Source: an optimization exercise on an open RTL-to-GDS flow (aim: small area). Production flows keep margins and buffers that such runs may drop.
In this exercise RTL edits were held to simulation tests only and were not proved equivalent to the original.

==> inputs of build 76 <==
==> flow/design.v <==
module avmm_fir_coef_bank #(
  parameter int N_TAPS    = 16,
  parameter int COEF_W    = 16,
  parameter int DATA_W    = 32,
  parameter int ADDR_W    = 10,
  parameter int BURST_W   = 4,
  parameter int MAX_BURST = 8,
  parameter int N_PIO     = 8
) (
  input  logic                     clk_clk,
  input  logic                     reset_reset,
  input  logic [ADDR_W-1:0]        s0_address,
  input  logic                     s0_read,
  input  logic                     s0_write,
  input  logic [DATA_W-1:0]        s0_writedata,
  input  logic [DATA_W/8-1:0]      s0_byteenable,
  input  logic [BURST_W-1:0]       s0_burstcount,
  output logic [DATA_W-1:0]        s0_readdata,
  output logic                     s0_readdatavalid,
  output logic                     s0_waitrequest,
  output logic [N_PIO-1:0]         pio_export,
  output logic [N_TAPS*COEF_W-1:0] coef_active,
  output logic                     coef_busy,
  output logic                     coef_update
);
  logic [15:0] shadow_q [16];
  logic [15:0] active_q [16];
  logic [7:0]  pio_q;
  logic        burst_err_q, commit_pend_q;
  logic        busy_q, done_q;
  logic [3:0]  copy_idx_q;
  logic [3:0]  rem_q;
  logic [10:0] addr_q;
  logic        rd1_valid_q;
  logic [15:0] readdata_q;
  logic        readdatavalid_q;
  logic        rem_nz, rd_busy, wr_open, waitreq, rd_acc, wr_first, wr_beat, we;
  logic        bc_bad, wr_open_nxt, commit_hit, status_clr, start_copy;
  logic [3:0]  bc_rem;
  logic [10:0] addr_inc, waddr;
  logic        w_sh, w_ctrl, w_status, w_pio, w_set, w_clr;
  logic [15:0] rd_data;
  always_comb begin
    rem_nz   = (rem_q != 4'd0);
    rd_busy  = rem_nz & rd1_valid_q;
    wr_open  = rem_nz & !rd1_valid_q;
    waitreq  = busy_q | rd_busy | (wr_open & s0_read & !s0_write);
    rd_acc   = s0_read & !s0_write & !busy_q & !rem_nz;
    wr_first = s0_write & !busy_q & !rem_nz;
    wr_beat  = s0_write & wr_open;
    we       = s0_write & !busy_q & !rd_busy;
    bc_bad   = (s0_burstcount == 4'd0) || (s0_burstcount > 4'd8);
    bc_rem   = bc_bad ? 4'd0 : s0_burstcount - 4'd1;
    addr_inc = addr_q + 11'd1;
    waddr    = wr_first ? {1'b0, s0_address} : addr_inc;
    if (wr_first)     wr_open_nxt = (bc_rem != 4'd0);
    else if (wr_beat) wr_open_nxt = (rem_q != 4'd1);
    else              wr_open_nxt = wr_open;
    w_ctrl   = (waddr == 11'd0);
    w_status = (waddr == 11'd1);
    w_pio    = (waddr == 11'd2);
    w_set    = (waddr == 11'd3);
    w_clr    = (waddr == 11'd4);
    w_sh     = (waddr[10:4] == 7'b0010000);
    commit_hit = we & w_ctrl & s0_byteenable[0] & s0_writedata[0];
    status_clr = we & w_status & s0_byteenable[0] & s0_writedata[1];
    start_copy = (commit_hit | commit_pend_q) & !wr_open_nxt & !busy_q;
  end
  always_comb begin
    rd_data = 16'd0;
    if (addr_q == 11'd1) rd_data = {14'd0, burst_err_q, busy_q};
    else if (addr_q == 11'd2) rd_data = {8'd0, pio_q};
    else if (addr_q[10:4] == 7'b0010000) rd_data = shadow_q[addr_q[3:0]];
    else if (addr_q[10:4] == 7'b0100000) rd_data = active_q[addr_q[3:0]];
  end
  always_ff @(posedge clk_clk or posedge reset_reset) begin
    if (reset_reset) begin
      pio_q           <= '0;
      burst_err_q     <= 1'b0;
      commit_pend_q   <= 1'b0;
      busy_q          <= 1'b0;
      done_q          <= 1'b0;
      copy_idx_q      <= '0;
      rem_q           <= '0;
      addr_q          <= '0;
      rd1_valid_q     <= 1'b0;
      readdata_q      <= '0;
      readdatavalid_q <= 1'b0;
    end else begin
      rd1_valid_q <= rd_acc | rd_busy;
      if (rd_acc | wr_first) begin
        addr_q <= {1'b0, s0_address};
        rem_q  <= bc_rem;
      end else if (rd_busy | wr_beat) begin
        addr_q <= addr_inc;
        rem_q  <= rem_q - 4'd1;
      end
      readdatavalid_q <= rd1_valid_q;
      if (rd1_valid_q) readdata_q <= rd_data;
      if (we) begin
        if (w_pio)      pio_q <= s0_byteenable[0] ? s0_writedata[7:0] : pio_q;
        else if (w_set) pio_q <= pio_q | (s0_writedata[7:0] & {8{s0_byteenable[0]}});
        else if (w_clr) pio_q <= pio_q & ~(s0_writedata[7:0] & {8{s0_byteenable[0]}});
      end
      if (status_clr) burst_err_q <= 1'b0;
      if ((rd_acc | wr_first) & bc_bad) burst_err_q <= 1'b1;
      commit_pend_q <= (commit_hit | commit_pend_q) & !start_copy;
      if (busy_q) begin
        copy_idx_q <= copy_idx_q + 4'd1;
        if (copy_idx_q == 4'd15) begin
          busy_q <= 1'b0;
          done_q <= 1'b1;
        end
      end else begin
        done_q <= 1'b0;
        if (start_copy) busy_q <= 1'b1;
      end
    end
  end
  for (genvar i = 0; i < 16; i++) begin : g_tap
    always_ff @(posedge clk_clk or posedge reset_reset) begin
      if (reset_reset) begin
        shadow_q[i] <= '0;
        active_q[i] <= '0;
      end else begin
        if (we & w_sh & (waddr[3:0] == i)) begin
          if (s0_byteenable[0]) shadow_q[i][7:0]  <= s0_writedata[7:0];
          if (s0_byteenable[1]) shadow_q[i][15:8] <= s0_writedata[15:8];
        end
        if (busy_q & (copy_idx_q == i)) active_q[i] <= shadow_q[i];
      end
    end
    assign coef_active[i*16 +: 16] = active_q[i];
  end
  assign s0_readdata      = {{16{readdata_q[15]}}, readdata_q};
  assign s0_readdatavalid = readdatavalid_q;
  assign s0_waitrequest   = waitreq;
  assign pio_export       = pio_q;
  assign coef_busy        = busy_q;
  assign coef_update      = done_q;
endmodule
==> flow/run.sh <==
#!/bin/bash
# synth_recipe.tcl (not shown) runs the flow's synth.tcl, then flattens the netlist and writes it again
# the make line also repeats each setting of config.mk as NAME=value (left out here)
make -C /OpenROAD-flow-scripts/flow DESIGN_CONFIG=/design/flow/config.mk WORK_HOME=/design/flow/orfs CLKGATE_MAP_FILE= SYNTH_SCRIPT=/design/flow/synth_recipe.tcl finish
==> flow/config.mk <==
export PLATFORM = sky130hd
export DESIGN_NAME = avmm_fir_coef_bank
export DESIGN_NICKNAME = avmm_fir_coef_bank
export VERILOG_FILES = /design/flow/design.v
export SDC_FILE = /design/flow/constraint.sdc
export NUM_CORES = 4
export LEC_CHECK = 0
export CAP_MARGIN = 20
export CORE_MARGIN = 2
export CORE_UTILIZATION = 40
export SLEW_MARGIN = 20
==> flow/constraint.sdc <==
create_clock -name core_clock -period 10.0 [get_ports {clk_clk}]
set_input_delay 2.0000 -clock core_clock [delete_from_list [all_inputs] [get_ports {clk_clk}]]
set_output_delay 2.0000 -clock core_clock [all_outputs]
set_load 0.01 [all_outputs]
==> inputs of trial 53, as changes to build 76 <==
--- a/flow/design.v
+++ b/flow/design.v
@@ -29,5 +29,5 @@
   logic        burst_err_q, commit_pend_q;
-  logic        busy_q, done_q;
-  logic [3:0]  copy_idx_q;
-  logic [3:0]  rem_q;
+  logic [4:0]  st_q;
+  logic        busy_q;
+  logic [2:0]  rem_q;
   logic [10:0] addr_q;
@@ -38,3 +38,3 @@
   logic        bc_bad, wr_open_nxt, commit_hit, status_clr, start_copy;
-  logic [3:0]  bc_rem;
+  logic [2:0]  bc_rem;
   logic [10:0] addr_inc, waddr;
@@ -42,4 +42,7 @@
   logic [15:0] rd_data;
+  logic        sh_we;
+  logic [15:0] sh_wd;
   always_comb begin
-    rem_nz   = (rem_q != 4'd0);
+    busy_q   = st_q[4];
+    rem_nz   = (rem_q != 3'd0);
     rd_busy  = rem_nz & rd1_valid_q;
@@ -52,7 +55,7 @@
     bc_bad   = (s0_burstcount == 4'd0) || (s0_burstcount > 4'd8);
-    bc_rem   = bc_bad ? 4'd0 : s0_burstcount - 4'd1;
+    bc_rem   = bc_bad ? 3'd0 : 3'(s0_burstcount - 4'd1);
     addr_inc = addr_q + 11'd1;
     waddr    = wr_first ? {1'b0, s0_address} : addr_inc;
-    if (wr_first)     wr_open_nxt = (bc_rem != 4'd0);
-    else if (wr_beat) wr_open_nxt = (rem_q != 4'd1);
+    if (wr_first)     wr_open_nxt = (bc_rem != 3'd0);
+    else if (wr_beat) wr_open_nxt = (rem_q != 3'd1);
     else              wr_open_nxt = wr_open;
@@ -67,2 +70,4 @@
     start_copy = (commit_hit | commit_pend_q) & !wr_open_nxt & !busy_q;
+    sh_we      = we & w_sh;
+    sh_wd      = reset_reset ? 16'd0 : s0_writedata[15:0];
   end
@@ -80,7 +85,4 @@
       commit_pend_q   <= 1'b0;
-      busy_q          <= 1'b0;
-      done_q          <= 1'b0;
-      copy_idx_q      <= '0;
+      st_q            <= '0;
       rem_q           <= '0;
-      addr_q          <= '0;
       rd1_valid_q     <= 1'b0;
@@ -90,9 +92,4 @@
       rd1_valid_q <= rd_acc | rd_busy;
-      if (rd_acc | wr_first) begin
-        addr_q <= {1'b0, s0_address};
-        rem_q  <= bc_rem;
-      end else if (rd_busy | wr_beat) begin
-        addr_q <= addr_inc;
-        rem_q  <= rem_q - 4'd1;
-      end
+      if (rd_acc | wr_first) rem_q <= bc_rem;
+      else if (rd_busy | wr_beat) rem_q <= rem_q - 3'd1;
       readdatavalid_q <= rd1_valid_q;
@@ -107,26 +104,18 @@
       commit_pend_q <= (commit_hit | commit_pend_q) & !start_copy;
-      if (busy_q) begin
-        copy_idx_q <= copy_idx_q + 4'd1;
-        if (copy_idx_q == 4'd15) begin
-          busy_q <= 1'b0;
-          done_q <= 1'b1;
-        end
-      end else begin
-        done_q <= 1'b0;
-        if (start_copy) busy_q <= 1'b1;
-      end
+      if (busy_q) st_q <= (st_q[3:0] == 4'd15) ? 5'b00001 : {1'b1, st_q[3:0] + 4'd1};
+      else        st_q <= {start_copy, 4'd0};
     end
   end
+  always_ff @(posedge clk_clk) begin
+    if (rd_acc | wr_first)      addr_q <= {1'b0, s0_address};
+    else if (rd_busy | wr_beat) addr_q <= addr_inc;
+  end
   for (genvar i = 0; i < 16; i++) begin : g_tap
+    always_ff @(posedge clk_clk) begin
+      if (reset_reset | (sh_we & (waddr[3:0] == i) & s0_byteenable[0])) shadow_q[i][7:0]  <= sh_wd[7:0];
+      if (reset_reset | (sh_we & (waddr[3:0] == i) & s0_byteenable[1])) shadow_q[i][15:8] <= sh_wd[15:8];
+    end
     always_ff @(posedge clk_clk or posedge reset_reset) begin
-      if (reset_reset) begin
-        shadow_q[i] <= '0;
-        active_q[i] <= '0;
-      end else begin
-        if (we & w_sh & (waddr[3:0] == i)) begin
-          if (s0_byteenable[0]) shadow_q[i][7:0]  <= s0_writedata[7:0];
-          if (s0_byteenable[1]) shadow_q[i][15:8] <= s0_writedata[15:8];
-        end
-        if (busy_q & (copy_idx_q == i)) active_q[i] <= shadow_q[i];
-      end
+      if (reset_reset) active_q[i] <= '0;
+      else if (busy_q & (st_q[3:0] == i)) active_q[i] <= shadow_q[i];
     end
@@ -139,3 +128,3 @@
   assign coef_busy        = busy_q;
-  assign coef_update      = done_q;
+  assign coef_update      = !st_q[4] & st_q[0];
 endmodule
==> flow/flow/run.sh (new file) <==
#!/bin/bash
# Layout flow: the standard flow (standard.sh) with these changes to how
# the layout is built:
#  1. after the standard synthesis, its combinational logic is mapped again
#     for area by Yosys/ABC (flow/remap.ys); every flip-flop is kept as the
#     standard synthesis made it (same instances, names and cell types);
#  2. ports are buffered with buf_1 instead of clkdlybuf4s50_1;
#  3. CTS uses clkbuf_8 clusters of at most 15 sinks and no dummy loads.
# Each tool writes its full output to its own log file in this folder
# (ORFS's steps also keep their logs under orfs/logs/).
set -euo pipefail
ARGS=(
  "BUFFER_PORTS_ARGS=-buffer_cell sky130_fd_sc_hd__buf_1"
  "CTS_ARGS=-sink_clustering_enable -repair_clock_nets -dont_use_dummy_load -buf_list sky130_fd_sc_hd__clkbuf_8 -sink_clustering_size 15 -sink_clustering_max_diameter 50"
)
RES=orfs/results/$FLOW_PLATFORM/avmm_fir_coef_bank/base
LIB=$FLOW_HOME/platforms/$FLOW_PLATFORM/lib/sky130_fd_sc_hd__tt_025C_1v80.lib

# 1. standard synthesis
bash standard.sh "${ARGS[@]}" synth > flow_synth.log 2>&1

# 2. re-map its combinational logic
cp "$RES/1_2_yosys.v" std_netlist.v
cp "$LIB" lib.lib
yosys -q -p "read_liberty -ignore_miss_func lib.lib; write_verilog -noattr models.v" > yosys_models.log 2>&1
python3 flow/comb_models.py models.v comb.v
DONTUSE=$(grep -o 'cell *( *"\?sky130_fd_sc_hd__[a-z0-9_]*' lib.lib | sed 's/.*(\s*"\?//' \
  | grep -E 'lpflow|probe' | sed 's/^/-dont_use /' | tr '\n' ' ')
sed "s/@DONTUSE@/$DONTUSE/" flow/remap.ys > remap_run.ys
yosys -s remap_run.ys > yosys_remap.log 2>&1
cp remapped.v "$RES/1_2_yosys.v"
rm -f "$RES/1_synth.odb" "$RES/1_synth.sdc"

# 3. the rest of the standard flow on the re-mapped netlist
bash standard.sh "${ARGS[@]}" finish > flow_standard.log 2>&1
==> flow/flow/comb_models.py (new file) <==
# Keep only the combinational cell models from a Verilog file that Yosys wrote
# from the liberty file (read_liberty; write_verilog), for use as a techmap
# map file that turns mapped combinational cells back into generic logic.
import re, sys
src = open(sys.argv[1]).read()
mods = re.findall(r'module \S+\(.*?endmodule', src, re.S)
keep = [m for m in mods if not re.search(r'\breg\b|\balways\b', m)]
open(sys.argv[2], 'w').write('\n'.join(keep) + '\n')
==> flow/flow/remap.abc (new file) <==
strash
dch -f
map -a
mfs2
strash
dch -f
map -a
mfs2
strash
dch -f
map -a
topo
==> flow/flow/remap.ys (new file) <==
# Re-map the combinational logic of the standard synthesis netlist for area.
# Every flip-flop stays as the standard synthesis made it (same instance,
# same name, same cell type): they are read as black boxes.
read_liberty -lib lib.lib
read_verilog std_netlist.v
hierarchy -top avmm_fir_coef_bank
techmap -map comb.v
simplemap
opt -purge
abc -liberty lib.lib -script flow/remap.abc @DONTUSE@
setundef -zero
splitnets
opt_clean -purge
hilomap -singleton -hicell sky130_fd_sc_hd__conb_1 HI -locell sky130_fd_sc_hd__conb_1 LO
insbuf -buf sky130_fd_sc_hd__buf_4 A X
check -assert -mapped
tee -o remap_stat.txt stat -liberty lib.lib
write_verilog -noattr -nohex -nodec remapped.v
==> flow/standard.sh (new file) <==
#!/bin/bash
# synth_recipe.tcl (not shown) runs the flow's synth.tcl, then flattens the netlist and writes it again
# the make line also repeats each setting of config.mk as NAME=value (left out here)
make -C /OpenROAD-flow-scripts/flow DESIGN_CONFIG=/design/flow/config.mk WORK_HOME=/design/flow/orfs CLKGATE_MAP_FILE= SYNTH_SCRIPT=/design/flow/synth_recipe.tcl "${@:-finish}"
Settings changed: ABC_AREA set to 1, CORE_UTILIZATION 40 to 55.
removed: flow/run.sh
==> run summary <==
- First-pass GRT wire length: between 100 and 150 mm
- Met2 WL post-DR: 41.4 mm
- Outcome: finished clean
- Min-delay src: shadow_q[5][11]
[end of results for trial 53]
==> run summary <==
- First-pass GRT wire length: 153 mm
- Initial antenna violation count: 2
- Outcome: finished clean
- Min-delay src: shadow_q[0][7]
- Die width: 263 um
- Vias in the first global route: 20.9k
- Met2 WL post-DR: a little under 50 mm
- Total congestion overflow: 0
[end of results for build 76]

what the ideal ports hide:
The flow's constraints put no driver on any port. The routed layouts listed below were extracted and timed again, unchanged, in two steps.
Step 1 (the two cells are an assumption about what drives the block):
set clk [get_ports {clk_clk}]
set_driving_cell -lib_cell sky130_fd_sc_hd__clkbuf_16 $clk
set_driving_cell -lib_cell sky130_fd_sc_hd__buf_2 [delete_from_list [all_inputs] $clk]
Step 2 times the ports against the registers' clock, not the clock port: input delays grow and output delays shrink by t, the midpoint of the rising clock arrivals with the driver on.
Three values: ideal ports, drivers, drivers and shift; two values: the first two.
run | t, ns | setup slack, ns | hold WS [ns] | slew at the worst register clock pin (ns)
build 76 | 0.690 | 4.152 / 4.182 / 3.492 | 0.520 / 0.520 / 0.520 | 0.07 / 0.07
trial 53 | 0.726 | 3.849 / 3.849 / 3.849 | 0.459 / 0.459 / 0.459 | 0.10 / 0.10
After both steps setup and hold are still met in every run listed. The setup slack of build 76, which loses most, moves by +0.030 ns with the drivers and by -0.660 ns with both steps.
